What follows belongs to an exercise in optimizing a design on an open flow for small area, a short achievable clock period and few clock cycles per item; a production flow would make more cautious choices.
The RTL was checked by simulation tests, not by an equivalence proof against the original design.
No activity file was given, so power comes from the tool's default toggle rates.

--- config.mk ---
export PLATFORM = sky130hd
export DESIGN_NAME = TripleDesTop
export DESIGN_NICKNAME = TripleDesTop
export VERILOG_FILES = /design/flow/design.v
export SDC_FILE = /design/flow/constraint.sdc
export NUM_CORES = 4
export LEC_CHECK = 0
export ABC_AREA = 1
export CAP_MARGIN = 20
export CORE_MARGIN = 2
export CORE_UTILIZATION = 30
export CTS_BUF_LIST = sky130_fd_sc_hd__clkbuf_8
export SETUP_SLACK_MARGIN = 4
export SLEW_MARGIN = 20
--- run.sh ---
#!/bin/bash
# synth_recipe.tcl (not shown) runs the flow's synth.tcl, then flattens the netlist and writes it again
# the make line also repeats each setting of config.mk as NAME=value (left out here)
make -C /OpenROAD-flow-scripts/flow DESIGN_CONFIG=/design/flow/config.mk WORK_HOME=/design/flow/orfs CLKGATE_MAP_FILE= SYNTH_SCRIPT=/design/flow/synth_recipe.tcl finish
--- design.v ---
`timescale 1ns/1ps
module AhbSlaveController
(
  input logic HCLK,
  input logic HRESET,
  input logic HSEL,
  input logic [31:0] HADDR,
  input logic [1:0] HTRANS,
  input logic HWRITE,
  input logic [2:0] HSIZE,
  input logic [2:0] HBURST,
  input logic HMASTLOCK,
  input logic HREADY,
  input logic [63:0] HWDATA,
  output logic [63:0] HRDATA,
  output logic HREADYOUT,
  output logic HRESP,
  output logic reqValid,
  output logic reqNext,
  output logic reqDir,
  output logic [63:0] reqKey1,
  output logic [63:0] reqKey2,
  output logic [63:0] reqKey3,
  input logic [2:0] keyBusy,
  input logic [2:0] keyBusyNext,
  input logic dataBusyNext,
  output logic resultDone,
  input logic resultValid,
  input logic resultValidNext,
  input logic resultNext,
  input logic [63:0] result0,
  input logic [63:0] result1
);
  localparam logic [31:0] Base = 32'hAAAAAAA0;
  logic [5:0] addrSel;
  logic [5:0] phaseSel;
  logic [6:0] readSel;
  logic illegal;
  logic transfer;
  logic phaseOk;
  logic phaseError;
  logic phaseWrite;
  logic errLate;
  logic writeNow;
  logic phaseOkNext;
  logic phaseErrorNext;
  logic phaseWriteNext;
  logic [5:0] phaseSelNext;
  logic readyNext;
  logic ready;
  logic [63:0] modeReg;
  logic [63:0] key1Reg;
  logic [63:0] key2Reg;
  logic [63:0] key3Reg;
  logic [63:0] dataReg;
  logic [63:0] readData;
  always_comb
    for (int i = 0; i < 6; i++)
      addrSel[i] = (HADDR == Base + 32'(8 * i));
  assign transfer = HSEL && HREADY && HTRANS[1];
  assign illegal = (HSIZE != 3'b011) || (HBURST != 3'b000) || HMASTLOCK ||
                   (addrSel == 6'd0) || (HWRITE && addrSel[5]);
  assign phaseOkNext = HREADY ? (transfer && !illegal) : phaseOk;
  assign phaseErrorNext = HREADY ? (transfer && illegal) : phaseError;
  assign phaseWriteNext = HREADY ? HWRITE : phaseWrite;
  assign phaseSelNext = HREADY ? addrSel : phaseSel;
  always_comb
  begin
    if (phaseErrorNext)
      readyNext = phaseError && !errLate;
    else if (phaseOkNext && phaseWriteNext)
      readyNext = !(|(phaseSelNext[3:1] & keyBusyNext)) && !(phaseSelNext[4] && dataBusyNext);
    else if (phaseOkNext && HREADY)
      readyNext = 1'b0;
    else if (phaseOkNext && phaseSel[5])
      readyNext = resultValid;
    else
      readyNext = 1'b1;
  end
  always_ff @(posedge HCLK, negedge HRESET)
  begin
    if (!HRESET)
    begin
      phaseOk <= 1'b0;
      phaseError <= 1'b0;
      errLate <= 1'b0;
      ready <= 1'b1;
      modeReg <= '0;
    end
    else
    begin
      errLate <= phaseError && !errLate;
      phaseOk <= phaseOkNext;
      phaseError <= phaseErrorNext;
      ready <= readyNext;
      if (writeNow && phaseSel[0])
        modeReg <= HWDATA;
    end
  end
  always_ff @(posedge HCLK)
  begin
    phaseWrite <= phaseWriteNext;
    phaseSel <= phaseSelNext;
    if (HREADY)
      readSel <= {addrSel[4:0], addrSel[5] && !resultNext, addrSel[5] && resultNext};
    if (writeNow && phaseSel[1])
      key1Reg <= HWDATA;
    if (writeNow && phaseSel[2])
      key2Reg <= HWDATA;
    if (writeNow && phaseSel[3])
      key3Reg <= HWDATA;
    if (writeNow && phaseSel[4])
      dataReg <= HWDATA;
  end
  assign HRESP = phaseError;
  assign HREADYOUT = ready;
  assign writeNow = phaseOk && phaseWrite && ready;
  assign resultDone = phaseOk && !phaseWrite && phaseSel[5] && ready;
  always_comb
  begin
    readData = '0;
    if (readSel[2]) readData = readData | modeReg;
    if (readSel[3]) readData = readData | key1Reg;
    if (readSel[4]) readData = readData | key2Reg;
    if (readSel[5]) readData = readData | key3Reg;
    if (readSel[6]) readData = readData | dataReg;
    if (readSel[1]) readData = readData | result0;
    if (readSel[0]) readData = readData | result1;
  end
  always_ff @(posedge HCLK)
    HRDATA <= readData;
  assign reqValid = phaseOk && phaseWrite && phaseSel[4] && ready;
  assign reqNext = phaseOkNext && phaseWriteNext && phaseSelNext[4];
  assign reqDir = modeReg[0];
  assign reqKey1 = key1Reg;
  assign reqKey2 = key2Reg;
  assign reqKey3 = key3Reg;
endmodule
`timescale 1ns/1ps
module TripleDesSequencer
(
  input logic HCLK,
  input logic HRESET,
  input logic reqValid,
  input logic reqNext,
  input logic [63:0] reqBlock,
  input logic reqDir,
  input logic [63:0] reqKey1,
  input logic [63:0] reqKey2,
  input logic [63:0] reqKey3,
  output logic [2:0] keyBusy,
  output logic [2:0] keyBusyNext,
  output logic dataBusyNext,
  input logic resultDone,
  output logic resultValid,
  output logic resultValidNext,
  output logic resultNext,
  output logic [63:0] result0,
  output logic [63:0] result1
);
  logic nxt;
  logic old;
  logic [1:0] busy;
  logic [1:0] start;
  logic [2:0] keyNeeded0;
  logic [2:0] keyNeeded1;
  logic [1:0] busyNext;
  logic [2:0] keyNeededNext0;
  logic [2:0] keyNeededNext1;
  logic nxtNext;
  logic [1:0] lastNext;
  logic [2:0] keyReq0;
  logic [2:0] keyReq1;
  logic [1:0] keyReqDec;
  logic [2:0] keySel;
  logic keyDec;
  logic [55:0] loadCd;
  assign nxtNext = nxt ^ reqValid;
  always_ff @(posedge HCLK, negedge HRESET)
  begin
    if (!HRESET)
    begin
      nxt <= 1'b0;
      old <= 1'b0;
      start <= 2'b00;
    end
    else
    begin
      start[0] <= reqNext && !dataBusyNext && !nxtNext;
      start[1] <= reqNext && !dataBusyNext && nxtNext;
      nxt <= nxtNext;
      if (resultDone)
        old <= !old;
    end
  end
  DesEngine engine0
  (
    .HCLK(HCLK),
    .HRESET(HRESET),
    .start(start[0]),
    .startDir(reqDir),
    .startBlock(reqBlock),
    .key1(reqKey1),
    .key2(reqKey2),
    .key3(reqKey3),
    .busy(busy[0]),
    .keyNeeded(keyNeeded0),
    .busyNext(busyNext[0]),
    .keyNeededNext(keyNeededNext0),
    .loadCdIn(loadCd),
    .keyReq(keyReq0),
    .keyReqDec(keyReqDec[0]),
    .lastNext(lastNext[0]),
    .result(result0)
  );
  DesEngine engine1
  (
    .HCLK(HCLK),
    .HRESET(HRESET),
    .start(start[1]),
    .startDir(reqDir),
    .startBlock(reqBlock),
    .key1(reqKey1),
    .key2(reqKey2),
    .key3(reqKey3),
    .busy(busy[1]),
    .keyNeeded(keyNeeded1),
    .busyNext(busyNext[1]),
    .keyNeededNext(keyNeededNext1),
    .loadCdIn(loadCd),
    .keyReq(keyReq1),
    .keyReqDec(keyReqDec[1]),
    .lastNext(lastNext[1]),
    .result(result1)
  );
  always_comb
  begin
    if (|start)
    begin
      keySel = reqDir ? 3'b100 : 3'b001;
      keyDec = reqDir;
    end
    else
    begin
      keySel = keyReq0 | keyReq1;
      keyDec = |keyReqDec;
    end
  end
  DesKeyLoad keyLoad
  (
    .key1(reqKey1),
    .key2(reqKey2),
    .key3(reqKey3),
    .keySel(keySel),
    .dec(keyDec),
    .loadCd(loadCd)
  );
  assign dataBusyNext = nxtNext ? lastNext[0] : lastNext[1];
  assign keyBusy = keyNeeded0 | keyNeeded1;
  assign resultValid = !busy[old];
  assign resultNext = old ^ resultDone;
  assign keyBusyNext = keyNeededNext0 | keyNeededNext1;
  assign resultValidNext = !busyNext[resultNext];
endmodule
`timescale 1ns/1ps
module DesEngine
(
  input logic HCLK,
  input logic HRESET,
  input logic start,
  input logic startDir,
  input logic [63:0] startBlock,
  input logic [63:0] key1,
  input logic [63:0] key2,
  input logic [63:0] key3,
  output logic busy,
  output logic [2:0] keyNeeded,
  input logic [55:0] loadCdIn,
  output logic [2:0] keyReq,
  output logic keyReqDec,
  output logic lastNext,
  output logic busyNext,
  output logic [2:0] keyNeededNext,
  output logic [63:0] result
);
  logic [1:0] pass;
  logic [3:0] cyc;
  logic dir;
  logic [63:0] data;
  logic [55:0] cd;
  logic passEnd;
  logic last;
  logic pdir;
  logic [55:0] loadCd;
  logic [55:0] nextCd;
  logic [63:0] roundOut;
  logic [63:0] swapped;
  logic [55:0] kk0;
  logic [47:0] sk0;
  function automatic logic [3:0] sbox1(input logic [5:0] x);
    case (x)
      6'd0: sbox1 = 4'd14;
      6'd1: sbox1 = 4'd0;
      6'd2: sbox1 = 4'd4;
      6'd3: sbox1 = 4'd15;
      6'd4: sbox1 = 4'd13;
      6'd5: sbox1 = 4'd7;
      6'd6: sbox1 = 4'd1;
      6'd7: sbox1 = 4'd4;
      6'd8: sbox1 = 4'd2;
      6'd9: sbox1 = 4'd14;
      6'd10: sbox1 = 4'd15;
      6'd11: sbox1 = 4'd2;
      6'd12: sbox1 = 4'd11;
      6'd13: sbox1 = 4'd13;
      6'd14: sbox1 = 4'd8;
      6'd15: sbox1 = 4'd1;
      6'd16: sbox1 = 4'd3;
      6'd17: sbox1 = 4'd10;
      6'd18: sbox1 = 4'd10;
      6'd19: sbox1 = 4'd6;
      6'd20: sbox1 = 4'd6;
      6'd21: sbox1 = 4'd12;
      6'd22: sbox1 = 4'd12;
      6'd23: sbox1 = 4'd11;
      6'd24: sbox1 = 4'd5;
      6'd25: sbox1 = 4'd9;
      6'd26: sbox1 = 4'd9;
      6'd27: sbox1 = 4'd5;
      6'd28: sbox1 = 4'd0;
      6'd29: sbox1 = 4'd3;
      6'd30: sbox1 = 4'd7;
      6'd31: sbox1 = 4'd8;
      6'd32: sbox1 = 4'd4;
      6'd33: sbox1 = 4'd15;
      6'd34: sbox1 = 4'd1;
      6'd35: sbox1 = 4'd12;
      6'd36: sbox1 = 4'd14;
      6'd37: sbox1 = 4'd8;
      6'd38: sbox1 = 4'd8;
      6'd39: sbox1 = 4'd2;
      6'd40: sbox1 = 4'd13;
      6'd41: sbox1 = 4'd4;
      6'd42: sbox1 = 4'd6;
      6'd43: sbox1 = 4'd9;
      6'd44: sbox1 = 4'd2;
      6'd45: sbox1 = 4'd1;
      6'd46: sbox1 = 4'd11;
      6'd47: sbox1 = 4'd7;
      6'd48: sbox1 = 4'd15;
      6'd49: sbox1 = 4'd5;
      6'd50: sbox1 = 4'd12;
      6'd51: sbox1 = 4'd11;
      6'd52: sbox1 = 4'd9;
      6'd53: sbox1 = 4'd3;
      6'd54: sbox1 = 4'd7;
      6'd55: sbox1 = 4'd14;
      6'd56: sbox1 = 4'd3;
      6'd57: sbox1 = 4'd10;
      6'd58: sbox1 = 4'd10;
      6'd59: sbox1 = 4'd0;
      6'd60: sbox1 = 4'd5;
      6'd61: sbox1 = 4'd6;
      6'd62: sbox1 = 4'd0;
      6'd63: sbox1 = 4'd13;
    endcase
  endfunction
  function automatic logic [3:0] sbox2(input logic [5:0] x);
    case (x)
      6'd0: sbox2 = 4'd15;
      6'd1: sbox2 = 4'd3;
      6'd2: sbox2 = 4'd1;
      6'd3: sbox2 = 4'd13;
      6'd4: sbox2 = 4'd8;
      6'd5: sbox2 = 4'd4;
      6'd6: sbox2 = 4'd14;
      6'd7: sbox2 = 4'd7;
      6'd8: sbox2 = 4'd6;
      6'd9: sbox2 = 4'd15;
      6'd10: sbox2 = 4'd11;
      6'd11: sbox2 = 4'd2;
      6'd12: sbox2 = 4'd3;
      6'd13: sbox2 = 4'd8;
      6'd14: sbox2 = 4'd4;
      6'd15: sbox2 = 4'd14;
      6'd16: sbox2 = 4'd9;
      6'd17: sbox2 = 4'd12;
      6'd18: sbox2 = 4'd7;
      6'd19: sbox2 = 4'd0;
      6'd20: sbox2 = 4'd2;
      6'd21: sbox2 = 4'd1;
      6'd22: sbox2 = 4'd13;
      6'd23: sbox2 = 4'd10;
      6'd24: sbox2 = 4'd12;
      6'd25: sbox2 = 4'd6;
      6'd26: sbox2 = 4'd0;
      6'd27: sbox2 = 4'd9;
      6'd28: sbox2 = 4'd5;
      6'd29: sbox2 = 4'd11;
      6'd30: sbox2 = 4'd10;
      6'd31: sbox2 = 4'd5;
      6'd32: sbox2 = 4'd0;
      6'd33: sbox2 = 4'd13;
      6'd34: sbox2 = 4'd14;
      6'd35: sbox2 = 4'd8;
      6'd36: sbox2 = 4'd7;
      6'd37: sbox2 = 4'd10;
      6'd38: sbox2 = 4'd11;
      6'd39: sbox2 = 4'd1;
      6'd40: sbox2 = 4'd10;
      6'd41: sbox2 = 4'd3;
      6'd42: sbox2 = 4'd4;
      6'd43: sbox2 = 4'd15;
      6'd44: sbox2 = 4'd13;
      6'd45: sbox2 = 4'd4;
      6'd46: sbox2 = 4'd1;
      6'd47: sbox2 = 4'd2;
      6'd48: sbox2 = 4'd5;
      6'd49: sbox2 = 4'd11;
      6'd50: sbox2 = 4'd8;
      6'd51: sbox2 = 4'd6;
      6'd52: sbox2 = 4'd12;
      6'd53: sbox2 = 4'd7;
      6'd54: sbox2 = 4'd6;
      6'd55: sbox2 = 4'd12;
      6'd56: sbox2 = 4'd9;
      6'd57: sbox2 = 4'd0;
      6'd58: sbox2 = 4'd3;
      6'd59: sbox2 = 4'd5;
      6'd60: sbox2 = 4'd2;
      6'd61: sbox2 = 4'd14;
      6'd62: sbox2 = 4'd15;
      6'd63: sbox2 = 4'd9;
    endcase
  endfunction
  function automatic logic [3:0] sbox3(input logic [5:0] x);
    case (x)
      6'd0: sbox3 = 4'd10;
      6'd1: sbox3 = 4'd13;
      6'd2: sbox3 = 4'd0;
      6'd3: sbox3 = 4'd7;
      6'd4: sbox3 = 4'd9;
      6'd5: sbox3 = 4'd0;
      6'd6: sbox3 = 4'd14;
      6'd7: sbox3 = 4'd9;
      6'd8: sbox3 = 4'd6;
      6'd9: sbox3 = 4'd3;
      6'd10: sbox3 = 4'd3;
      6'd11: sbox3 = 4'd4;
      6'd12: sbox3 = 4'd15;
      6'd13: sbox3 = 4'd6;
      6'd14: sbox3 = 4'd5;
      6'd15: sbox3 = 4'd10;
      6'd16: sbox3 = 4'd1;
      6'd17: sbox3 = 4'd2;
      6'd18: sbox3 = 4'd13;
      6'd19: sbox3 = 4'd8;
      6'd20: sbox3 = 4'd12;
      6'd21: sbox3 = 4'd5;
      6'd22: sbox3 = 4'd7;
      6'd23: sbox3 = 4'd14;
      6'd24: sbox3 = 4'd11;
      6'd25: sbox3 = 4'd12;
      6'd26: sbox3 = 4'd4;
      6'd27: sbox3 = 4'd11;
      6'd28: sbox3 = 4'd2;
      6'd29: sbox3 = 4'd15;
      6'd30: sbox3 = 4'd8;
      6'd31: sbox3 = 4'd1;
      6'd32: sbox3 = 4'd13;
      6'd33: sbox3 = 4'd1;
      6'd34: sbox3 = 4'd6;
      6'd35: sbox3 = 4'd10;
      6'd36: sbox3 = 4'd4;
      6'd37: sbox3 = 4'd13;
      6'd38: sbox3 = 4'd9;
      6'd39: sbox3 = 4'd0;
      6'd40: sbox3 = 4'd8;
      6'd41: sbox3 = 4'd6;
      6'd42: sbox3 = 4'd15;
      6'd43: sbox3 = 4'd9;
      6'd44: sbox3 = 4'd3;
      6'd45: sbox3 = 4'd8;
      6'd46: sbox3 = 4'd0;
      6'd47: sbox3 = 4'd7;
      6'd48: sbox3 = 4'd11;
      6'd49: sbox3 = 4'd4;
      6'd50: sbox3 = 4'd1;
      6'd51: sbox3 = 4'd15;
      6'd52: sbox3 = 4'd2;
      6'd53: sbox3 = 4'd14;
      6'd54: sbox3 = 4'd12;
      6'd55: sbox3 = 4'd3;
      6'd56: sbox3 = 4'd5;
      6'd57: sbox3 = 4'd11;
      6'd58: sbox3 = 4'd10;
      6'd59: sbox3 = 4'd5;
      6'd60: sbox3 = 4'd14;
      6'd61: sbox3 = 4'd2;
      6'd62: sbox3 = 4'd7;
      6'd63: sbox3 = 4'd12;
    endcase
  endfunction
  function automatic logic [3:0] sbox4(input logic [5:0] x);
    case (x)
      6'd0: sbox4 = 4'd7;
      6'd1: sbox4 = 4'd13;
      6'd2: sbox4 = 4'd13;
      6'd3: sbox4 = 4'd8;
      6'd4: sbox4 = 4'd14;
      6'd5: sbox4 = 4'd11;
      6'd6: sbox4 = 4'd3;
      6'd7: sbox4 = 4'd5;
      6'd8: sbox4 = 4'd0;
      6'd9: sbox4 = 4'd6;
      6'd10: sbox4 = 4'd6;
      6'd11: sbox4 = 4'd15;
      6'd12: sbox4 = 4'd9;
      6'd13: sbox4 = 4'd0;
      6'd14: sbox4 = 4'd10;
      6'd15: sbox4 = 4'd3;
      6'd16: sbox4 = 4'd1;
      6'd17: sbox4 = 4'd4;
      6'd18: sbox4 = 4'd2;
      6'd19: sbox4 = 4'd7;
      6'd20: sbox4 = 4'd8;
      6'd21: sbox4 = 4'd2;
      6'd22: sbox4 = 4'd5;
      6'd23: sbox4 = 4'd12;
      6'd24: sbox4 = 4'd11;
      6'd25: sbox4 = 4'd1;
      6'd26: sbox4 = 4'd12;
      6'd27: sbox4 = 4'd10;
      6'd28: sbox4 = 4'd4;
      6'd29: sbox4 = 4'd14;
      6'd30: sbox4 = 4'd15;
      6'd31: sbox4 = 4'd9;
      6'd32: sbox4 = 4'd10;
      6'd33: sbox4 = 4'd3;
      6'd34: sbox4 = 4'd6;
      6'd35: sbox4 = 4'd15;
      6'd36: sbox4 = 4'd9;
      6'd37: sbox4 = 4'd0;
      6'd38: sbox4 = 4'd0;
      6'd39: sbox4 = 4'd6;
      6'd40: sbox4 = 4'd12;
      6'd41: sbox4 = 4'd10;
      6'd42: sbox4 = 4'd11;
      6'd43: sbox4 = 4'd1;
      6'd44: sbox4 = 4'd7;
      6'd45: sbox4 = 4'd13;
      6'd46: sbox4 = 4'd13;
      6'd47: sbox4 = 4'd8;
      6'd48: sbox4 = 4'd15;
      6'd49: sbox4 = 4'd9;
      6'd50: sbox4 = 4'd1;
      6'd51: sbox4 = 4'd4;
      6'd52: sbox4 = 4'd3;
      6'd53: sbox4 = 4'd5;
      6'd54: sbox4 = 4'd14;
      6'd55: sbox4 = 4'd11;
      6'd56: sbox4 = 4'd5;
      6'd57: sbox4 = 4'd12;
      6'd58: sbox4 = 4'd2;
      6'd59: sbox4 = 4'd7;
      6'd60: sbox4 = 4'd8;
      6'd61: sbox4 = 4'd2;
      6'd62: sbox4 = 4'd4;
      6'd63: sbox4 = 4'd14;
    endcase
  endfunction
  function automatic logic [3:0] sbox5(input logic [5:0] x);
    case (x)
      6'd0: sbox5 = 4'd2;
      6'd1: sbox5 = 4'd14;
      6'd2: sbox5 = 4'd12;
      6'd3: sbox5 = 4'd11;
      6'd4: sbox5 = 4'd4;
      6'd5: sbox5 = 4'd2;
      6'd6: sbox5 = 4'd1;
      6'd7: sbox5 = 4'd12;
      6'd8: sbox5 = 4'd7;
      6'd9: sbox5 = 4'd4;
      6'd10: sbox5 = 4'd10;
      6'd11: sbox5 = 4'd7;
      6'd12: sbox5 = 4'd11;
      6'd13: sbox5 = 4'd13;
      6'd14: sbox5 = 4'd6;
      6'd15: sbox5 = 4'd1;
      6'd16: sbox5 = 4'd8;
      6'd17: sbox5 = 4'd5;
      6'd18: sbox5 = 4'd5;
      6'd19: sbox5 = 4'd0;
      6'd20: sbox5 = 4'd3;
      6'd21: sbox5 = 4'd15;
      6'd22: sbox5 = 4'd15;
      6'd23: sbox5 = 4'd10;
      6'd24: sbox5 = 4'd13;
      6'd25: sbox5 = 4'd3;
      6'd26: sbox5 = 4'd0;
      6'd27: sbox5 = 4'd9;
      6'd28: sbox5 = 4'd14;
      6'd29: sbox5 = 4'd8;
      6'd30: sbox5 = 4'd9;
      6'd31: sbox5 = 4'd6;
      6'd32: sbox5 = 4'd4;
      6'd33: sbox5 = 4'd11;
      6'd34: sbox5 = 4'd2;
      6'd35: sbox5 = 4'd8;
      6'd36: sbox5 = 4'd1;
      6'd37: sbox5 = 4'd12;
      6'd38: sbox5 = 4'd11;
      6'd39: sbox5 = 4'd7;
      6'd40: sbox5 = 4'd10;
      6'd41: sbox5 = 4'd1;
      6'd42: sbox5 = 4'd13;
      6'd43: sbox5 = 4'd14;
      6'd44: sbox5 = 4'd7;
      6'd45: sbox5 = 4'd2;
      6'd46: sbox5 = 4'd8;
      6'd47: sbox5 = 4'd13;
      6'd48: sbox5 = 4'd15;
      6'd49: sbox5 = 4'd6;
      6'd50: sbox5 = 4'd9;
      6'd51: sbox5 = 4'd15;
      6'd52: sbox5 = 4'd12;
      6'd53: sbox5 = 4'd0;
      6'd54: sbox5 = 4'd5;
      6'd55: sbox5 = 4'd9;
      6'd56: sbox5 = 4'd6;
      6'd57: sbox5 = 4'd10;
      6'd58: sbox5 = 4'd3;
      6'd59: sbox5 = 4'd4;
      6'd60: sbox5 = 4'd0;
      6'd61: sbox5 = 4'd5;
      6'd62: sbox5 = 4'd14;
      6'd63: sbox5 = 4'd3;
    endcase
  endfunction
  function automatic logic [3:0] sbox6(input logic [5:0] x);
    case (x)
      6'd0: sbox6 = 4'd12;
      6'd1: sbox6 = 4'd10;
      6'd2: sbox6 = 4'd1;
      6'd3: sbox6 = 4'd15;
      6'd4: sbox6 = 4'd10;
      6'd5: sbox6 = 4'd4;
      6'd6: sbox6 = 4'd15;
      6'd7: sbox6 = 4'd2;
      6'd8: sbox6 = 4'd9;
      6'd9: sbox6 = 4'd7;
      6'd10: sbox6 = 4'd2;
      6'd11: sbox6 = 4'd12;
      6'd12: sbox6 = 4'd6;
      6'd13: sbox6 = 4'd9;
      6'd14: sbox6 = 4'd8;
      6'd15: sbox6 = 4'd5;
      6'd16: sbox6 = 4'd0;
      6'd17: sbox6 = 4'd6;
      6'd18: sbox6 = 4'd13;
      6'd19: sbox6 = 4'd1;
      6'd20: sbox6 = 4'd3;
      6'd21: sbox6 = 4'd13;
      6'd22: sbox6 = 4'd4;
      6'd23: sbox6 = 4'd14;
      6'd24: sbox6 = 4'd14;
      6'd25: sbox6 = 4'd0;
      6'd26: sbox6 = 4'd7;
      6'd27: sbox6 = 4'd11;
      6'd28: sbox6 = 4'd5;
      6'd29: sbox6 = 4'd3;
      6'd30: sbox6 = 4'd11;
      6'd31: sbox6 = 4'd8;
      6'd32: sbox6 = 4'd9;
      6'd33: sbox6 = 4'd4;
      6'd34: sbox6 = 4'd14;
      6'd35: sbox6 = 4'd3;
      6'd36: sbox6 = 4'd15;
      6'd37: sbox6 = 4'd2;
      6'd38: sbox6 = 4'd5;
      6'd39: sbox6 = 4'd12;
      6'd40: sbox6 = 4'd2;
      6'd41: sbox6 = 4'd9;
      6'd42: sbox6 = 4'd8;
      6'd43: sbox6 = 4'd5;
      6'd44: sbox6 = 4'd12;
      6'd45: sbox6 = 4'd15;
      6'd46: sbox6 = 4'd3;
      6'd47: sbox6 = 4'd10;
      6'd48: sbox6 = 4'd7;
      6'd49: sbox6 = 4'd11;
      6'd50: sbox6 = 4'd0;
      6'd51: sbox6 = 4'd14;
      6'd52: sbox6 = 4'd4;
      6'd53: sbox6 = 4'd1;
      6'd54: sbox6 = 4'd10;
      6'd55: sbox6 = 4'd7;
      6'd56: sbox6 = 4'd1;
      6'd57: sbox6 = 4'd6;
      6'd58: sbox6 = 4'd13;
      6'd59: sbox6 = 4'd0;
      6'd60: sbox6 = 4'd11;
      6'd61: sbox6 = 4'd8;
      6'd62: sbox6 = 4'd6;
      6'd63: sbox6 = 4'd13;
    endcase
  endfunction
  function automatic logic [3:0] sbox7(input logic [5:0] x);
    case (x)
      6'd0: sbox7 = 4'd4;
      6'd1: sbox7 = 4'd13;
      6'd2: sbox7 = 4'd11;
      6'd3: sbox7 = 4'd0;
      6'd4: sbox7 = 4'd2;
      6'd5: sbox7 = 4'd11;
      6'd6: sbox7 = 4'd14;
      6'd7: sbox7 = 4'd7;
      6'd8: sbox7 = 4'd15;
      6'd9: sbox7 = 4'd4;
      6'd10: sbox7 = 4'd0;
      6'd11: sbox7 = 4'd9;
      6'd12: sbox7 = 4'd8;
      6'd13: sbox7 = 4'd1;
      6'd14: sbox7 = 4'd13;
      6'd15: sbox7 = 4'd10;
      6'd16: sbox7 = 4'd3;
      6'd17: sbox7 = 4'd14;
      6'd18: sbox7 = 4'd12;
      6'd19: sbox7 = 4'd3;
      6'd20: sbox7 = 4'd9;
      6'd21: sbox7 = 4'd5;
      6'd22: sbox7 = 4'd7;
      6'd23: sbox7 = 4'd12;
      6'd24: sbox7 = 4'd5;
      6'd25: sbox7 = 4'd2;
      6'd26: sbox7 = 4'd10;
      6'd27: sbox7 = 4'd15;
      6'd28: sbox7 = 4'd6;
      6'd29: sbox7 = 4'd8;
      6'd30: sbox7 = 4'd1;
      6'd31: sbox7 = 4'd6;
      6'd32: sbox7 = 4'd1;
      6'd33: sbox7 = 4'd6;
      6'd34: sbox7 = 4'd4;
      6'd35: sbox7 = 4'd11;
      6'd36: sbox7 = 4'd11;
      6'd37: sbox7 = 4'd13;
      6'd38: sbox7 = 4'd13;
      6'd39: sbox7 = 4'd8;
      6'd40: sbox7 = 4'd12;
      6'd41: sbox7 = 4'd1;
      6'd42: sbox7 = 4'd3;
      6'd43: sbox7 = 4'd4;
      6'd44: sbox7 = 4'd7;
      6'd45: sbox7 = 4'd10;
      6'd46: sbox7 = 4'd14;
      6'd47: sbox7 = 4'd7;
      6'd48: sbox7 = 4'd10;
      6'd49: sbox7 = 4'd9;
      6'd50: sbox7 = 4'd15;
      6'd51: sbox7 = 4'd5;
      6'd52: sbox7 = 4'd6;
      6'd53: sbox7 = 4'd0;
      6'd54: sbox7 = 4'd8;
      6'd55: sbox7 = 4'd15;
      6'd56: sbox7 = 4'd0;
      6'd57: sbox7 = 4'd14;
      6'd58: sbox7 = 4'd5;
      6'd59: sbox7 = 4'd2;
      6'd60: sbox7 = 4'd9;
      6'd61: sbox7 = 4'd3;
      6'd62: sbox7 = 4'd2;
      6'd63: sbox7 = 4'd12;
    endcase
  endfunction
  function automatic logic [3:0] sbox8(input logic [5:0] x);
    case (x)
      6'd0: sbox8 = 4'd13;
      6'd1: sbox8 = 4'd1;
      6'd2: sbox8 = 4'd2;
      6'd3: sbox8 = 4'd15;
      6'd4: sbox8 = 4'd8;
      6'd5: sbox8 = 4'd13;
      6'd6: sbox8 = 4'd4;
      6'd7: sbox8 = 4'd8;
      6'd8: sbox8 = 4'd6;
      6'd9: sbox8 = 4'd10;
      6'd10: sbox8 = 4'd15;
      6'd11: sbox8 = 4'd3;
      6'd12: sbox8 = 4'd11;
      6'd13: sbox8 = 4'd7;
      6'd14: sbox8 = 4'd1;
      6'd15: sbox8 = 4'd4;
      6'd16: sbox8 = 4'd10;
      6'd17: sbox8 = 4'd12;
      6'd18: sbox8 = 4'd9;
      6'd19: sbox8 = 4'd5;
      6'd20: sbox8 = 4'd3;
      6'd21: sbox8 = 4'd6;
      6'd22: sbox8 = 4'd14;
      6'd23: sbox8 = 4'd11;
      6'd24: sbox8 = 4'd5;
      6'd25: sbox8 = 4'd0;
      6'd26: sbox8 = 4'd0;
      6'd27: sbox8 = 4'd14;
      6'd28: sbox8 = 4'd12;
      6'd29: sbox8 = 4'd9;
      6'd30: sbox8 = 4'd7;
      6'd31: sbox8 = 4'd2;
      6'd32: sbox8 = 4'd7;
      6'd33: sbox8 = 4'd2;
      6'd34: sbox8 = 4'd11;
      6'd35: sbox8 = 4'd1;
      6'd36: sbox8 = 4'd4;
      6'd37: sbox8 = 4'd14;
      6'd38: sbox8 = 4'd1;
      6'd39: sbox8 = 4'd7;
      6'd40: sbox8 = 4'd9;
      6'd41: sbox8 = 4'd4;
      6'd42: sbox8 = 4'd12;
      6'd43: sbox8 = 4'd10;
      6'd44: sbox8 = 4'd14;
      6'd45: sbox8 = 4'd8;
      6'd46: sbox8 = 4'd2;
      6'd47: sbox8 = 4'd13;
      6'd48: sbox8 = 4'd0;
      6'd49: sbox8 = 4'd15;
      6'd50: sbox8 = 4'd6;
      6'd51: sbox8 = 4'd12;
      6'd52: sbox8 = 4'd10;
      6'd53: sbox8 = 4'd9;
      6'd54: sbox8 = 4'd13;
      6'd55: sbox8 = 4'd0;
      6'd56: sbox8 = 4'd15;
      6'd57: sbox8 = 4'd3;
      6'd58: sbox8 = 4'd3;
      6'd59: sbox8 = 4'd5;
      6'd60: sbox8 = 4'd5;
      6'd61: sbox8 = 4'd6;
      6'd62: sbox8 = 4'd8;
      6'd63: sbox8 = 4'd11;
    endcase
  endfunction
  function automatic logic [31:0] feistel(input logic [31:0] r, input logic [47:0] k);
    logic [47:0] x;
    logic [31:0] s;
    x = {r[0], r[31], r[30], r[29], r[28], r[27], r[28], r[27], r[26], r[25], r[24], r[23], r[24], r[23], r[22], r[21], r[20], r[19], r[20], r[19], r[18], r[17], r[16], r[15], r[16], r[15], r[14], r[13], r[12], r[11], r[12], r[11], r[10], r[9], r[8], r[7], r[8], r[7], r[6], r[5], r[4], r[3], r[4], r[3], r[2], r[1], r[0], r[31]} ^ k;
    s[31:28] = sbox1(x[47:42]);
    s[27:24] = sbox2(x[41:36]);
    s[23:20] = sbox3(x[35:30]);
    s[19:16] = sbox4(x[29:24]);
    s[15:12] = sbox5(x[23:18]);
    s[11:8] = sbox6(x[17:12]);
    s[7:4] = sbox7(x[11:6]);
    s[3:0] = sbox8(x[5:0]);
    feistel = {s[16], s[25], s[12], s[11], s[3], s[20], s[4], s[15], s[31], s[17], s[9], s[6], s[27], s[14], s[1], s[22], s[30], s[24], s[8], s[18], s[0], s[5], s[29], s[23], s[13], s[19], s[2], s[26], s[10], s[21], s[28], s[7]};
  endfunction
  assign passEnd = last;
  assign pdir = dir ^ (pass == 2'd1);
  assign kk0 = cd;
  assign sk0 = {kk0[42], kk0[39], kk0[45], kk0[32], kk0[55], kk0[51], kk0[53], kk0[28], kk0[41], kk0[50], kk0[35], kk0[46], kk0[33], kk0[37], kk0[44], kk0[52], kk0[30], kk0[48], kk0[40], kk0[49], kk0[29], kk0[36], kk0[43], kk0[54], kk0[15], kk0[4], kk0[25], kk0[19], kk0[9], kk0[1], kk0[26], kk0[16], kk0[5], kk0[11], kk0[23], kk0[8], kk0[12], kk0[7], kk0[17], kk0[0], kk0[22], kk0[3], kk0[10], kk0[14], kk0[6], kk0[20], kk0[27], kk0[24]};
  logic [31:0] f0;
  logic swapSel;
  assign f0 = feistel(data[31:0], sk0);
  assign roundOut = {data[31:0], data[63:32] ^ f0};
  assign swapped = {data[63:32] ^ (f0 & {32{busy}}), data[31:0]};
  assign keyReq = !passEnd ? 3'b000 : (pass == 2'd0) ? 3'b010 : (dir ? 3'b001 : 3'b100);
  assign keyReqDec = passEnd && ((pass == 2'd0) ? !dir : dir);
  assign loadCd = loadCdIn;
  always_comb
  begin
    case ({pdir, cyc})
      {1'b0, 4'd0}, {1'b0, 4'd7}, {1'b0, 4'd14}: nextCd = {cd[54:28], cd[55:55], cd[26:0], cd[27:27]};
      {1'b0, 4'd1}, {1'b0, 4'd2}, {1'b0, 4'd3}, {1'b0, 4'd4}, {1'b0, 4'd5}, {1'b0, 4'd6}, {1'b0, 4'd8}, {1'b0, 4'd9}, {1'b0, 4'd10}, {1'b0, 4'd11}, {1'b0, 4'd12}, {1'b0, 4'd13}: nextCd = {cd[53:28], cd[55:54], cd[25:0], cd[27:26]};
      {1'b1, 4'd1}, {1'b1, 4'd2}, {1'b1, 4'd3}, {1'b1, 4'd4}, {1'b1, 4'd5}, {1'b1, 4'd6}, {1'b1, 4'd8}, {1'b1, 4'd9}, {1'b1, 4'd10}, {1'b1, 4'd11}, {1'b1, 4'd12}, {1'b1, 4'd13}: nextCd = {cd[29:28], cd[55:30], cd[1:0], cd[27:2]};
      default: nextCd = {cd[28:28], cd[55:29], cd[0:0], cd[27:1]};
    endcase
  end
  logic [1:0] passNext;
  logic [3:0] cycNext;
  logic dirNext;
  always_comb
  begin
    busyNext = busy;
    passNext = pass;
    cycNext = cyc;
    lastNext = last;
    dirNext = dir;
    if (start)
    begin
      busyNext = 1'b1;
      passNext = 2'd0;
      cycNext = 4'd0;
      lastNext = 1'b0;
      dirNext = startDir;
    end
    else if (busy)
    begin
      cycNext = cyc + 4'd1;
      lastNext = (cyc == 4'd14);
      if (passEnd)
      begin
        passNext = pass + 2'd1;
        busyNext = (pass != 2'd2);
      end
    end
  end
  assign keyNeededNext[1] = busyNext && passNext == 2'd0 && !lastNext;
  assign keyNeededNext[0] = busyNext && dirNext && passNext != 2'd2 && !(passNext == 2'd1 && lastNext);
  assign keyNeededNext[2] = busyNext && !dirNext && passNext != 2'd2 && !(passNext == 2'd1 && lastNext);
  always_ff @(posedge HCLK, negedge HRESET)
  begin
    if (!HRESET)
    begin
      busy <= 1'b0;
      pass <= 2'd0;
      cyc <= 4'd0;
      last <= 1'b0;
      keyNeeded <= 3'd0;
      swapSel <= 1'b1;
    end
    else
    begin
      swapSel <= lastNext || !busyNext;
      busy <= busyNext;
      pass <= passNext;
      cyc <= cycNext;
      last <= lastNext;
      keyNeeded <= keyNeededNext;
    end
  end
  always_ff @(posedge HCLK)
  begin
    dir <= dirNext;
    if (start)
    begin
      data <= {startBlock[6], startBlock[14], startBlock[22], startBlock[30], startBlock[38], startBlock[46], startBlock[54], startBlock[62], startBlock[4], startBlock[12], startBlock[20], startBlock[28], startBlock[36], startBlock[44], startBlock[52], startBlock[60], startBlock[2], startBlock[10], startBlock[18], startBlock[26], startBlock[34], startBlock[42], startBlock[50], startBlock[58], startBlock[0], startBlock[8], startBlock[16], startBlock[24], startBlock[32], startBlock[40], startBlock[48], startBlock[56], startBlock[7], startBlock[15], startBlock[23], startBlock[31], startBlock[39], startBlock[47], startBlock[55], startBlock[63], startBlock[5], startBlock[13], startBlock[21], startBlock[29], startBlock[37], startBlock[45], startBlock[53], startBlock[61], startBlock[3], startBlock[11], startBlock[19], startBlock[27], startBlock[35], startBlock[43], startBlock[51], startBlock[59], startBlock[1], startBlock[9], startBlock[17], startBlock[25], startBlock[33], startBlock[41], startBlock[49], startBlock[57]};
    end
    else
      data <= swapSel ? swapped : roundOut;
    if (start || (passEnd))
      cd <= loadCd;
    else
      cd <= nextCd;
  end
  assign result = {data[24], data[56], data[16], data[48], data[8], data[40], data[0], data[32], data[25], data[57], data[17], data[49], data[9], data[41], data[1], data[33], data[26], data[58], data[18], data[50], data[10], data[42], data[2], data[34], data[27], data[59], data[19], data[51], data[11], data[43], data[3], data[35], data[28], data[60], data[20], data[52], data[12], data[44], data[4], data[36], data[29], data[61], data[21], data[53], data[13], data[45], data[5], data[37], data[30], data[62], data[22], data[54], data[14], data[46], data[6], data[38], data[31], data[63], data[23], data[55], data[15], data[47], data[7], data[39]};
endmodule
module DesKeyLoad
(
  input logic [63:0] key1,
  input logic [63:0] key2,
  input logic [63:0] key3,
  input logic [2:0] keySel,
  input logic dec,
  output logic [55:0] loadCd
);
  logic [63:0] key;
  logic [55:0] pc1Key;
  always_comb
  begin
    key = '0;
    if (keySel[0]) key = key | key1;
    if (keySel[1]) key = key | key2;
    if (keySel[2]) key = key | key3;
  end
  assign pc1Key = {key[7], key[15], key[23], key[31], key[39], key[47], key[55], key[63], key[6], key[14], key[22], key[30], key[38], key[46], key[54], key[62], key[5], key[13], key[21], key[29], key[37], key[45], key[53], key[61], key[4], key[12], key[20], key[28], key[1], key[9], key[17], key[25], key[33], key[41], key[49], key[57], key[2], key[10], key[18], key[26], key[34], key[42], key[50], key[58], key[3], key[11], key[19], key[27], key[35], key[43], key[51], key[59], key[36], key[44], key[52], key[60]};
  assign loadCd = dec ? pc1Key : {pc1Key[54:28], pc1Key[55:55], pc1Key[26:0], pc1Key[27:27]};
endmodule
`timescale 1ns/1ps
module TripleDesTop
(
  input logic HCLK,
  input logic HRESET,
  input logic HSEL,
  input logic [31:0] HADDR,
  input logic [1:0] HTRANS,
  input logic HWRITE,
  input logic [2:0] HSIZE,
  input logic [2:0] HBURST,
  input logic HMASTLOCK,
  input logic HREADY,
  input logic [63:0] HWDATA,
  output logic [63:0] HRDATA,
  output logic HREADYOUT,
  output logic HRESP
);
  logic reqValid;
  logic reqNext;
  logic reqDir;
  logic [63:0] reqKey1;
  logic [63:0] reqKey2;
  logic [63:0] reqKey3;
  logic [2:0] keyBusy;
  logic [2:0] keyBusyNext;
  logic dataBusyNext;
  logic resultValidNext;
  logic resultDone;
  logic resultValid;
  logic resultNext;
  logic [63:0] result0;
  logic [63:0] result1;
  AhbSlaveController controller
  (
    .HCLK(HCLK),
    .HRESET(HRESET),
    .HSEL(HSEL),
    .HADDR(HADDR),
    .HTRANS(HTRANS),
    .HWRITE(HWRITE),
    .HSIZE(HSIZE),
    .HBURST(HBURST),
    .HMASTLOCK(HMASTLOCK),
    .HREADY(HREADY),
    .HWDATA(HWDATA),
    .HRDATA(HRDATA),
    .HREADYOUT(HREADYOUT),
    .HRESP(HRESP),
    .reqValid(reqValid),
    .reqNext(reqNext),
    .reqDir(reqDir),
    .reqKey1(reqKey1),
    .reqKey2(reqKey2),
    .reqKey3(reqKey3),
    .keyBusy(keyBusy),
    .keyBusyNext(keyBusyNext),
    .dataBusyNext(dataBusyNext),
    .resultDone(resultDone),
    .resultValid(resultValid),
    .resultValidNext(resultValidNext),
    .resultNext(resultNext),
    .result0(result0),
    .result1(result1)
  );
  TripleDesSequencer sequencer
  (
    .HCLK(HCLK),
    .HRESET(HRESET),
    .reqValid(reqValid),
    .reqNext(reqNext),
    .reqBlock(HWDATA),
    .reqDir(reqDir),
    .reqKey1(reqKey1),
    .reqKey2(reqKey2),
    .reqKey3(reqKey3),
    .keyBusy(keyBusy),
    .keyBusyNext(keyBusyNext),
    .dataBusyNext(dataBusyNext),
    .resultDone(resultDone),
    .resultValid(resultValid),
    .resultValidNext(resultValidNext),
    .resultNext(resultNext),
    .result0(result0),
    .result1(result1)
  );
endmodule
--- constraint.sdc ---
create_clock -name core_clock -period 7.0 [get_ports {HCLK}]
set_input_delay 1.4000 -clock core_clock [delete_from_list [all_inputs] [get_ports {HCLK}]]
set_output_delay 1.4000 -clock core_clock [all_outputs]
set_load 0.01 [all_outputs]
==> summary.md, run 1 <==
| Metric | Value |
|---|---|
| Post-synth top flop | `edfxtp_1` |
| Initial antenna violation count | `23` |
| Worst Hold Endpoint | `controller.errLate` |
| Startpoint types | `flip-flop` |
| Synth warn | `4` |
| Most used routing layer | `met2` |
| Async SR Flop Fraction | `a little over an eighth` |
| Final cycle utilization of the critical path | `43.1%` |
| Clk latency of the worst-skew pair | `0.86 ns` |
| Placer's final routability congestion estimate | `0.970` |
| FF-to-FF End | `sequencer.engine0.cd[3]` |
| First-pass GRT wire length | `266,000 um` |
| Vias in the first global route | `37,900` |
| Hpwl dp | `130,000 um` |
| Register area share after synthesis | `41.9%` |
| Count leader, synth | `nand2_1` |
| CTS tree | `yes` |
| Detailed Routing Iterations Pass 1 | `9` |
| Cells after Synth | `5,388` |
| Maximum VDD drop | `approximately 0.16 mV` |
| Hold wc startpoint | `controller.errLate` |
| Routed WL per cell | `25.4 um` |
| Via density | `5.66` |
| Final setup violation count | `0` |
| Final Critical Period | `3.01 ns` |
| Syn nets | `5,627` |
| Boundary Pins | `between 150 and 200` |
| Yosys reg bits | `665` |
| Yosys top cell by area | `edfxtp_1` |
| Tightest Pin Transition | `about 1.1 ns` |
| Internal cell power | `0.00618 W` |
| Max H-tree Level | `3` |
| Max_cap viols | `0` |
| Synth unique cells | `53` |
| Clk sinks | `665` |
| Height of the die | `372 um` |
| Clk pwr share | `between 40% and 50%` |
| Power Density | `between 150 and 200 nW/um2` |
| Worst hold path type | `reg -> reg` |
| Status | `finished clean` |
| Psw | `0.00207 W` |
| Core footprint | `135,000 um2` |
| Die area | `139,000 um2` |
| Critical path endpoint category | `flip-flop` |
| Grt total ovfl | `0` |
| Port Buffers | `174` |
| Post-Route WL | `188,000 um` |
| DRT antenna net count | `0` |
| Clock slew at reported path FFs | `about 0.070 ns` |
| Crit-path max FO | `23` |
| Logic pwr share | `about 4.1%` |
| Synth top area share | `24.2%` |
| Leakage power | `~20 nW` |
| GR Util met1 | `35.1%` |
| Maximum clock frequency | `332 MHz` |
| R2R Setup Slk | `3.99 ns` |
| # DRC | `0` |
| Clk buf depth | `3` |
| Vias | `41,900` |
| RSZ-0062 raised after global routing | `yes` |
| Avg Cell Area, Syn | `7.55 um2` |
| Share of post-route cells with drive strength above 1 | `between 8 and 9%` |
| CTS Buf Count | `117` |
| Cell Rows | `135` |
| Number of synthesized flops with an enable pin | `328` |
| Synth top area cells | `edfxtp_1 (24%), nand2_1 (15%), dfxtp_1 (12%)` |
| CP arrival | `3.80 ns` |
| Largest net degree at the start of global routing | `87` |
| Root buffer cell | `clkbuf_8` |
| Final #Nets | `5,748` |
| Multi-input combinational cell area | `roughly 21,000 um2` |
| Sequential power share | `between 40 and 50%` |
| Final TNS setup | `0 ns` |
| CTS Hold Bufs | `0` |
| Total track usage | `around a quarter` |
| Post-Place Setup Slack | `3.27 ns` |
| R2r startpoint | `sequencer.start[1]` |
| Most frequent cells after synthesis | `nand2_1 (1,669), nand3_1 (666), inv_1 (446)` |
| FF/Latch Area | `17,100 um2` |
| Die width | `around 370 um` |
| Drt initial violations | `5,929` |
| Initial Util | `30.1%` |
| Rel. slew slack | `25.4%` |
| Clock Skew | `0.0619 ns` |
| CP Data Required Time | `7.79 ns` |
| Grt met3 use | `9.14%` |
| Final count of pins violating max slew | `0` |
| Fin. Hold Viols | `0` |
| Worst hold path depth | `1` |
| Switch share | `25.1%` |
| Fin worst setup slack | `3.99 ns` |
| CP Class | `reg -> reg` |
| Worst-case reg-to-reg path depth | `9` |
| Design Power | `0.00826 W` |
| Layout area overhead | `16.5%` |
| GR Util met2 | `between 30% and 40%` |
| Fill cells | `14,100` |
| Synthesized cell area | `roughly 40,000 um2` |
[stage by stage]
step / hold slack, ns / instances / cell area [um2] / utilization [%]
floorplan: 0.389 / 5388 / 40700 / -
global placement: 0.406 / 7116 / 44000 / 32.6
CTS: 0.417 / 7360 / 46800 / 34.7
detailed placement: 0.410 / 7116 / 44000 / 32.6
global route: 0.429 / 7399 / 47400 / 35.1
finish: 0.415 / 7403 / 47400 / 35.1
[cell type report]
class | count | area share [%]
inverter | 483 | 3.90
multi-input combinational | 3952 | 44.6
antenna | 8 | 0.0422
clock buffer | 136 | 3.95
tap | 1781 | 4.70
clock inverter | 88 | 1.14
timing repair buffer | 289 | 5.72
sequential | 665 | 36.0
timing repair inverter | 1 | 0.0158
[worst max-delay path by stage]
stage | start | to | slack, ns | cells past startpoint
global route | sequencer.engine1.data[19] | sequencer.engine1.data[16] | 3.96 | 15
global placement | sequencer.start[1] | sequencer.engine0.cd[50] | 3.29 | 8
finish | sequencer.start[1] | sequencer.engine0.cd[3] | 3.99 | 9
detailed placement | sequencer.start[1] | sequencer.engine0.cd[50] | 3.27 | 9
CTS | controller.HRDATA[38] | HRDATA[38] | 4.00 | 1
floorplan | controller.ready | controller.key1Reg[0] | 3.01 | 4
[state kept, by name, summed over array words and instances, names as in the netlist, 2 cells and up]
name                    count
controller.key1Reg         64
sequencer.engine1.data     64
controller.HRDATA          64
controller.readSel          7
sequencer.engine0.pass      2
sequencer.engine0.data     64
controller.modeReg         64
sequencer.start             2
sequencer.engine0.cd       56
sequencer.engine1.cyc       4
controller.key3Reg         64
controller.dataReg         64
sequencer.engine1.pass      2
sequencer.engine1.cd       56
controller.phaseSel         5
sequencer.engine0.cyc       4
controller.key2Reg         64
[layout by cell type, fill, tap and decap left out, types with 107 or more instances in the layout]
master and count:
nand2_1 1653, nand3_1 657, inv_1 493, edfxtp_1 328, o21ai_0 324, dfxtp_1 245
nor2_1 172, nand4_1 152, a21oi_1 143, clkbuf_8 137, o21ai_1 127, ha_1 126
clkdlybuf4s50_1 107
[critical path, cell delays in order (launching register included)]
cell and delay (ns):
dfrtp_4 0.66, nor2_2 0.29, nand2_1 0.10, buf_4 0.29
inv_4 0.33, buf_4 0.42, nand2_1 0.13, nand4_1 0.30
nand3_1 0.26, nand2_1 0.13
[per-layer routing]
layer	vias to the layer above	wire length (um)	share of wire [%]
met2	2801	77000	41
li1	18700	-	-
met1	19900	74200	39
met3	446	27300	15
met5	-	97	0.052
met4	16	9670	5.1
[power groups by stage]
stage	clock network (W)	logic (W)	registers (W)
3_5_place_dp	0	0.000339	0.00420
2_1_floorplan	0	0.0000927	0.00421
6_report	0.00380	0.000340	0.00412
3_3_place_gp	0	0.000339	0.00420
5_1_grt	0.00397	0.000350	0.00412
4_1_cts	0.00382	0.000330	0.00412
[cell families (layout without fill, tap and decap cells)]
logic type                 after synthesis  after routing  synth area share (%)
xor gates and xnor gates               106            106                  2.73
DFF                                    665            665                  41.9
muxes                                   31             31                 0.858
adders and majority gates              129            129                  3.97
buffers and inverters                  771            997                  7.60
other                                    0              8                     0
and+or+nand+nor                       2707           2707                  28.3
AOI/OAI and AO/OA                      979            979                  14.7
[what timing repair did]
action / CTS / global route
endpoints found under the setup margin: 322 / 177
setup buffers: 19 / 34
gates resized for setup: 119 / 50
gates cloned: 1 / 0
pin swaps: 1 / 7
Testbench counts, summed over its fixed seeds: cycles 8,400, items 320.
==> run 2, diff against run 1 <==
--- a/config.mk
+++ b/config.mk
@@ -5,7 +5,6 @@
 export SDC_FILE = /design/flow/constraint.sdc
 export NUM_CORES = 4
 export LEC_CHECK = 0
-export ABC_AREA = 1
 export CAP_MARGIN = 20
 export CORE_MARGIN = 2
 export CORE_UTILIZATION = 30
==> summary.md, run 2 <==
| Metric | Value |
|---|---|
| Grt total ovfl | `0` |
| Synth top area cells | `edfxtp_1 (24%), dfxtp_1 (12%), mux2_2 (5.8%)` |
| Synth warn | `4` |
| Post-synth top flop | `edfxtp_1` |
| Most frequent cells after synthesis | `nand2_1 (431), edfxtp_1 (328), dfxtp_1 (247)` |
| Routed WL per cell | `26.9 um` |
| Number of cells after detailed placement | `between 5,000 and 6,000` |
| Tightest Pin Transition | `about 1.1 ns` |
| Synth top area share | `23.7%` |
| R2r startpoint | `sequencer.engine1.data[8]` |
| # DRC | `0` |
| Crit path cell chain | `xor2_1, buf_6, clkinvlp_4, ha_4, or2_4, mux4_2, mux4_2, xnor2_2, o31ai_2` |
| Avg Cell Area, Syn | `~10 um2` |
| Root buffer cell | `clkbuf_8` |
| Max_cap viols | `0` |
| Via density | `6.05` |
| Largest net degree at the start of global routing | `104` |
| Worst-case reg-to-reg path depth | `9` |
| Leakage power | `about 18 nW` |
| Most frequent cells in the layout | `nand2_1 (428), edfxtp_1 (328), dfxtp_1 (233)` |
| Fin. Hold Viols | `0` |
| Startpoint types | `flip-flop` |
| Register area share after synthesis | `41.1%` |
| CTS Hold Bufs | `0` |
| Critical path endpoint category | `flip-flop` |
| Die width | `between 300 and 400 um` |
| Syn nets | `4,245` |
| Crit-path max FO | `3` |
| Height of the die | `376 um` |
| Fill cells | `between 10,000 and 15,000` |
| Clock Skew | `0.0367 ns` |
| Slowest CP cell | `mux4_2` |
| Clk latency of the worst-skew pair | `~0.83 ns` |
| RSZ-0062 raised after global routing | `yes` |
| Final cycle utilization of the critical path | `42.8%` |
| Power Density | `165 nW/um2` |
| Final Critical Period | `2.99 ns` |
| Synth unique cells | `94` |
| First-pass GRT wire length | `235,000 um` |
| Clk buf depth | `3` |
| Worst setup path end | `sequencer.engine1.data[21]` |
| Port Buffers | `174` |
| CP Class | `reg -> reg` |
| FF-to-FF End | `sequencer.engine1.data[21]` |
| Detailed Routing Iterations Pass 1 | `8` |
| Status | `finished clean` |
| Layout area overhead | `21.0%` |
| Hpwl dp | `107,000 um` |
| Yosys reg bits | `665` |
| Drt initial violations | `5,447` |
| Maximum clock frequency | `roughly 330 MHz` |
| Total track usage | `22.2%` |
| Final #Nets | `4,425` |
| Vias in the first global route | `33,800` |
| Final count of pins violating max slew | `0` |
| Placer's final routability congestion estimate | `about 0.94` |
| CP Data Required Time | `roughly 7.6 ns` |
| Cell Rows | `between 100 and 150` |
| Critical path origin | `sequencer.engine1.data[8]` |
| R2R Setup Slk | `4.01 ns` |
| CTS tree | `yes` |
| Worst hold path type | `reg -> reg` |
| Post-Route WL | `163,000 um` |
| Yosys top cell by area | `edfxtp_1` |
| Share of post-route cells with drive strength above 1 | `22.2%` |
| Boundary Pins | `roughly 180` |
| Vias | `36,800` |
| Initial antenna violation count | `13` |
| CTS Buf Count | `108` |
| Count leader, synth | `nand2_1` |
| DRT antenna net count | `0` |
| Rel. slew slack | `23.5%` |
| Clk sinks | `approximately 670` |
| Initial Util | `slightly above 30%` |
| CP arrival | `3.63 ns` |
| Synthesized cell area | `41,500 um2` |
| Final setup violation count | `0` |
| CP max stage delay | `a little over 0.6 ns` |
| Most used cell, CP | `mux4_2` |
| Number of synthesized flops with an enable pin | `between 300 and 400` |
| Cells after Synth | `between 4,000 and 5,000` |
| Final TNS setup | `0 ns` |
| Clock slew at reported path FFs | `0.06 ns` |
| Core footprint | `~140,000 um2` |
| Maximum VDD drop | `between 0.1 and 0.15 mV` |
| Design Power | `0.00827 W` |
| Async SR Flop Fraction | `13.5%` |
| Die area | `141,000 um2` |
| Max H-tree Level | `3` |
| Fin cells | `6,079` |
| Most common cell after layout, fill and taps aside | `nand2_1` |
run 2: cell count changes in the layout (fill, tap and decap cells not counted), sizes merged, moves of 82 or more:
cell    delta
nand2   -1247
nand3    -536
inv      -381
o21ai    -357
mux2i    +200
mux2     +191
nand4    -141
buf      +133
a222oi   +120
xor2     +112
a22oi    +107
mux4      +82
run 2: worst max-delay path, delay by kind of cell, from the launching register on:
kind                       cells  cell delay [ns]
AOI/OAI and AO/OA              1             0.23
xor gates and xnor gates       2             0.38
adders and majority gates      1             0.17
buffers and inverters          2             0.28
DFF                            1             0.47
muxes                          2             1.07
and+or+nand+nor                1             0.22
run 2: timing repair:
item,4_1_cts,5_1_grt
pin swaps,47,44
cloned,0,1
endpoints found under the setup margin,292,198
resized for setup,232,101
buffers inserted,109,61
run 2: cell families after synthesis:
| group | Yosys count | share of synthesized area (%) |
|---|---|---|
| xor gates and xnor gates | 277 | 6.58 |
| buffers and inverters | 468 | 4.59 |
| AOI/OAI and AO/OA | 1028 | 18.7 |
| muxes | 504 | 15.4 |
| adders and majority gates | 129 | 3.89 |
| and+or+nand+nor | 935 | 9.85 |
| DFF | 665 | 41.1 |
run 2: final cells by class:
type,count,area [um2],area share (%)
clock inverter,75,544,1.08
tap,1794,2240,4.47
inverter,116,458,0.912
multi-input combinational,2874,24300,48.5
antenna,5,12.5,0.0249
timing repair buffer,421,3770,7.51
clock buffer,129,1780,3.53
sequential,665,17100,34.0
run 2: power breakdown:
| group | internal [W] | switching (W) |
|---|---|---|
| Combinational | 0.000145 | 0.000218 |
| Sequential | 0.00414 | 0.0000415 |
| Clock | 0.00195 | 0.00177 |
run 2: layer usage:
metal	up-vias	share of wire (%)	GRT usage, %
li1	15700	-	-
met1	18200	40	30.3
met2	2445	43	33.0
met3	378	13	5.98
met4	12	4.1	8.84
met5	-	0.048	0
run 2: worst min path at each step:
stage                         end  cells past startpoint  slack, ns                from
2_1_floorplan  controller.errLate                      1       0.38  controller.errLate
3_3_place_gp   controller.errLate                      1       0.40  controller.errLate
3_5_place_dp   controller.errLate                      1       0.40  controller.errLate
4_1_cts        controller.errLate                      1       0.41  controller.errLate
5_1_grt        controller.errLate                      1       0.44  controller.errLate
6_report       controller.errLate                      1       0.41  controller.errLate
run 2: per-stage QoR:
| step | util (%) | hold slack, ns | setup WS (ns) | area [um2] |
|---|---|---|---|---|
| detailed placement | 32.7 | 0.401 | 3.03 | 44800 |
| global placement | 32.7 | 0.399 | 3.06 | 44800 |
| floorplan | - | 0.385 | 4.01 | 41500 |
| global route | 36.6 | 0.437 | 3.90 | 50200 |
| CTS | 35.7 | 0.410 | 3.91 | 49100 |
| finish | 36.6 | 0.405 | 4.01 | 50200 |
==> run 3, diff against run 2 <==
--- a/design.v
+++ b/design.v
@@ -18,6 +18,7 @@
   output logic reqValid,
   output logic reqNext,
   output logic reqDir,
+  output logic reqDirNext,
   output logic [63:0] reqKey1,
   output logic [63:0] reqKey2,
   output logic [63:0] reqKey3,
@@ -132,6 +133,7 @@
   assign reqValid = phaseOk && phaseWrite && phaseSel[4] && ready;
   assign reqNext = phaseOkNext && phaseWriteNext && phaseSelNext[4];
   assign reqDir = modeReg[0];
+  assign reqDirNext = (writeNow && phaseSel[0]) ? HWDATA[0] : modeReg[0];
   assign reqKey1 = key1Reg;
   assign reqKey2 = key2Reg;
   assign reqKey3 = key3Reg;
@@ -145,6 +147,7 @@
   input logic reqNext,
   input logic [63:0] reqBlock,
   input logic reqDir,
+  input logic reqDirNext,
   input logic [63:0] reqKey1,
   input logic [63:0] reqKey2,
   input logic [63:0] reqKey3,
@@ -174,6 +177,10 @@
   logic [1:0] keyReqDec;
   logic [2:0] keySel;
   logic keyDec;
+  logic [2:0] keyReqNext0;
+  logic [2:0] keyReqNext1;
+  logic [1:0] keyReqDecNext;
+  logic startNext;
   logic [55:0] loadCd;
   assign nxtNext = nxt ^ reqValid;
   always_ff @(posedge HCLK, negedge HRESET)
@@ -186,8 +193,8 @@
     end
     else
     begin
-      start[0] <= reqNext && !dataBusyNext && !nxtNext;
-      start[1] <= reqNext && !dataBusyNext && nxtNext;
+      start[0] <= startNext && !nxtNext;
+      start[1] <= startNext && nxtNext;
       nxt <= nxtNext;
       if (resultDone)
         old <= !old;
@@ -210,6 +217,8 @@
     .loadCdIn(loadCd),
     .keyReq(keyReq0),
     .keyReqDec(keyReqDec[0]),
+    .keyReqNext(keyReqNext0),
+    .keyReqDecNext(keyReqDecNext[0]),
     .lastNext(lastNext[0]),
     .result(result0)
   );
@@ -230,20 +239,23 @@
     .loadCdIn(loadCd),
     .keyReq(keyReq1),
     .keyReqDec(keyReqDec[1]),
+    .keyReqNext(keyReqNext1),
+    .keyReqDecNext(keyReqDecNext[1]),
     .lastNext(lastNext[1]),
     .result(result1)
   );
-  always_comb
+  assign startNext = reqNext && !dataBusyNext;
+  always_ff @(posedge HCLK)
   begin
-    if (|start)
+    if (startNext)
     begin
-      keySel = reqDir ? 3'b100 : 3'b001;
-      keyDec = reqDir;
+      keySel <= reqDirNext ? 3'b100 : 3'b001;
+      keyDec <= reqDirNext;
     end
     else
     begin
-      keySel = keyReq0 | keyReq1;
-      keyDec = |keyReqDec;
+      keySel <= keyReqNext0 | keyReqNext1;
+      keyDec <= |keyReqDecNext;
     end
   end
   DesKeyLoad keyLoad
@@ -278,6 +290,8 @@
   input logic [55:0] loadCdIn,
   output logic [2:0] keyReq,
   output logic keyReqDec,
+  output logic [2:0] keyReqNext,
+  output logic keyReqDecNext,
   output logic lastNext,
   output logic busyNext,
   output logic [2:0] keyNeededNext,
@@ -908,6 +922,8 @@
   assign keyNeededNext[1] = busyNext && passNext == 2'd0 && !lastNext;
   assign keyNeededNext[0] = busyNext && dirNext && passNext != 2'd2 && !(passNext == 2'd1 && lastNext);
   assign keyNeededNext[2] = busyNext && !dirNext && passNext != 2'd2 && !(passNext == 2'd1 && lastNext);
+  assign keyReqNext = !lastNext ? 3'b000 : (passNext == 2'd0) ? 3'b010 : (dirNext ? 3'b001 : 3'b100);
+  assign keyReqDecNext = lastNext && ((passNext == 2'd0) ? !dirNext : dirNext);
   always_ff @(posedge HCLK, negedge HRESET)
   begin
     if (!HRESET)
@@ -987,6 +1003,7 @@
   logic reqValid;
   logic reqNext;
   logic reqDir;
+  logic reqDirNext;
   logic [63:0] reqKey1;
   logic [63:0] reqKey2;
   logic [63:0] reqKey3;
@@ -1018,6 +1035,7 @@
     .reqValid(reqValid),
     .reqNext(reqNext),
     .reqDir(reqDir),
+    .reqDirNext(reqDirNext),
     .reqKey1(reqKey1),
     .reqKey2(reqKey2),
     .reqKey3(reqKey3),
@@ -1039,6 +1057,7 @@
     .reqNext(reqNext),
     .reqBlock(HWDATA),
     .reqDir(reqDir),
+    .reqDirNext(reqDirNext),
     .reqKey1(reqKey1),
     .reqKey2(reqKey2),
     .reqKey3(reqKey3),
--- a/config.mk
+++ b/config.mk
@@ -5,6 +5,7 @@
 export SDC_FILE = /design/flow/constraint.sdc
 export NUM_CORES = 4
 export LEC_CHECK = 0
+export ABC_AREA = 1
 export CAP_MARGIN = 20
 export CORE_MARGIN = 2
 export CORE_UTILIZATION = 30
==> summary.md, run 3 <==
| Metric | Value |
|---|---|
| Status | `finished clean` |
| Yosys reg bits | `669` |
| RSZ-0062 raised after global routing | `no` |
| Root buffer cell | `clkbuf_8` |
| Layout area overhead | `16.5%` |
| Drt initial violations | `5,686` |
| CP Data Required Time | `roughly 7.5 ns` |
| CTS tree | `yes` |
| Grt total ovfl | `0` |
| Fin. Hold Viols | `0` |
| Die width | `between 300 and 400 um` |
| Detailed Routing Iterations Pass 1 | `8` |
| Most used cell, CP | `buf_4` |
| Height of the die | `approximately 370 um` |
| Placer's final routability congestion estimate | `just under 1` |
| Count leader, synth | `nand2_1` |
| Maximum VDD drop | `approximately 0.16 mV` |
| Fill cells | `14,000` |
| Crit path cell chain | `buf_4, inv_6, buf_4, o21ai_0, a221oi_1, o2111ai_1` |
| Register area share after synthesis | `42.1%` |
| Share of post-route cells with drive strength above 1 | `8.37%` |
| Clock Skew | `0.0893 ns` |
| Vias | `around 41,000` |
| Cell family with most CP delay | `buffers and inverters` |
| Fin worst setup slack | `4.02 ns` |
| Max H-tree Level | `3` |
| Initial Util | `30.1%` |
| Worst hold path type | `reg -> reg` |
| Largest net degree at the start of global routing | `113` |
| Post-synth top flop | `edfxtp_1` |
| First-pass GRT wire length | `258,000 um` |
| Async SR Flop Fraction | `13.5%` |
| Total track usage | `25.3%` |
| Die area | `around 140,000 um2` |
| Final TNS setup | `0 ns` |
| Final Core Density | `35.1%` |
| Routed WL per cell | `24.7 um` |
| Critical path endpoint category | `flip-flop` |
| Maximum clock frequency | `335 MHz` |
| Cell Rows | `135` |
| DRT antenna net count | `0` |
| Crit-path max FO | `36` |
| Cells after Synth | `5,325` |
| Design Power | `0.00845 W` |
| Clk latency of the worst-skew pair | `roughly 0.89 ns` |
| # DRC | `0` |
| CP arrival | `3.53 ns` |
| Rel. slew slack | `27.0%` |
| CP max stage delay | `roughly 0.53 ns` |
| Post-Place Setup Slack | `3.48 ns` |
| CTS Buf Count | `114` |
| Power Density | `between 150 and 200 nW/um2` |
| Final count of pins violating max slew | `0` |
| Boundary Pins | `176` |
| Core footprint | `135,000 um2` |
| Synth top area share | `24.2%` |
| Slowest CP cell | `o2111ai_1` |
| Via density | `about 5.7` |
| Syn nets | `5,562` |
| CP bufs+invs | `3` |
| Startpoint types | `flip-flop` |
| Final #Nets | `~5,700` |
| Most frequent cells in the layout | `nand2_1 (1,540), nand3_1 (622), o21ai_0 (497)` |
| Clk buf depth | `3` |
| Initial antenna violation count | `31` |
| CP Class | `reg -> reg` |
| CTS Hold Bufs | `0` |
| Most common cell after layout, fill and taps aside | `nand2_1` |
| Clock slew at reported path FFs | `about 0.070 ns` |
| Post-Route WL | `181,000 um` |
| Yosys top cell by area | `edfxtp_1` |
| Final cycle utilization of the critical path | `42.6%` |
| Synth unique cells | `49` |
| Avg Cell Area, Syn | `about 7.6 um2` |
| Final setup violation count | `0` |
| Tightest Pin Transition | `1.10 ns` |
| Leakage power | `19.1 nW` |
| Fin cells | `~7,300` |
| Max_cap viols | `0` |
| Most frequent cells after synthesis | `nand2_1 (1,548), nand3_1 (622), o21ai_0 (499)` |
| Port Buffers | `between 150 and 200` |
| Synth warn | `4` |
| Number of synthesized flops with an enable pin | `about 330` |
| Hpwl dp | `129,000 um` |
| Final Critical Period | `between 2 and 3 ns` |
| Number of cells after detailed placement | `7,057` |
| Synthesized cell area | `40,600 um2` |
| Vias in the first global route | `37,800` |
| Synth top area cells | `edfxtp_1 (24%), nand2_1 (14%), dfxtp_1 (12%)` |
| Clk sinks | `669` |
[run 3: what timing repair did]
action	4_1_cts	5_1_grt
endpoints found under the setup margin	220	91
pin swaps	1	9
setup buffers	6	46
gates resized for setup	117	31
[run 3: cells by family (layout without fill, tap and decap cells)]
family	after synthesis	in the layout	share of synthesized area, %
fa+ha+maj	127	127	3.91
compound gates	1148	1148	17.2
other cells	0	11	0
xor+xnor	102	102	2.81
flops	669	669	42.1
mux	31	31	0.859
simple gates	2463	2463	25.5
buf+inv	785	1004	7.64
[run 3: report_power, final]
part / leakage [nW] / switching, W / total, W / internal [W]
Combinational: 11.7 / 0.000226 / 0.000337 / 0.000111
Sequential: 6.04 / 0.0000125 / 0.00414 / 0.00413
Clock: 1.35 / 0.00189 / 0.00397 / 0.00208
Total: 19.1 / 0.00212 / 0.00845 / 0.00633
[run 3: cell type report]
cell class              instances  area, um2  area share (%)
well taps                    1781       2230            4.71
repair buffers                296       2690            5.68
clock buffers                 122       1680            3.55
flip-flops and latches        669      17100            36.2
inverters                     492       1870            3.95
clock inverters                94        788            1.67
multi-input cells            3871      20900            44.2
diodes                         11       27.5          0.0582
[run 3: through the flow]
step | hold slack, ns | cell area [um2]
detailed placement | 0.402 | 44000
CTS | 0.413 | 46700
floorplan | 0.389 | 40600
global placement | 0.399 | 44000
finish | 0.412 | 47300
global route | 0.449 | 47300
[run 3: path summary, 6_finish.rpt]
check                           cells past startpoint                     end                   from  slack [ns]
worst max-delay path                                6   controller.HRDATA[58]  controller.readSel[4]        4.02
min in group asynchronous                           1  controller.modeReg[32]                 HRESET        0.62
max in group asynchronous                           2  controller.modeReg[18]                 HRESET        4.98
worst max register to register                      6   controller.HRDATA[58]  controller.readSel[4]        4.02
worst min register to register                      1      controller.errLate     controller.errLate        0.41
worst min-delay path                                1      controller.errLate     controller.errLate        0.41
[run 3: metal layers]
metal | GRT usage, % | routed length (um) | vias up
met2 | 38.3 | 77900 | 2758
met4 | 11.8 | 9310 | 30
li1 | - | - | 18600
met1 | 33.0 | 69500 | 19600
met5 | 0 | 205 | -
met3 | 7.58 | 24300 | 478
Testbench counts of run 3, summed over its fixed seeds: cycles 8,400, items 320.

-- separate check: timing with driven ports --
The results above use ideal ports. As a check the final layouts listed here were re-extracted and re-timed, cells and wires unchanged.
Step 1 assumes that a clkbuf_16 drives the clock port and a buf_2 every other input.
Step 2 times the ports against the registers' clock, not the clock port: input delays grow and output delays shrink by t, the midpoint of the rising clock arrivals with the driver on.
Three values: ideal ports, drivers, drivers and shift; two values: the first two.
run	shift t [ns]	slack for setup (ns)	latest minus earliest clock arrival (ns)	worst data-port slew with drivers (ns)
run 1	0.908	3.985 / 3.985 / 3.682	0.069 / 0.069	0.22
run 2	0.891	4.007 / 3.963 / 3.349	0.039 / 0.039	0.25
run 3	0.922	4.019 / 3.990 / 3.479	0.091 / 0.092	0.32
After both steps every run listed still meets setup and hold. The setup slack of run 2, which loses most, moves by -0.044 ns with the drivers and by -0.658 ns with both steps.
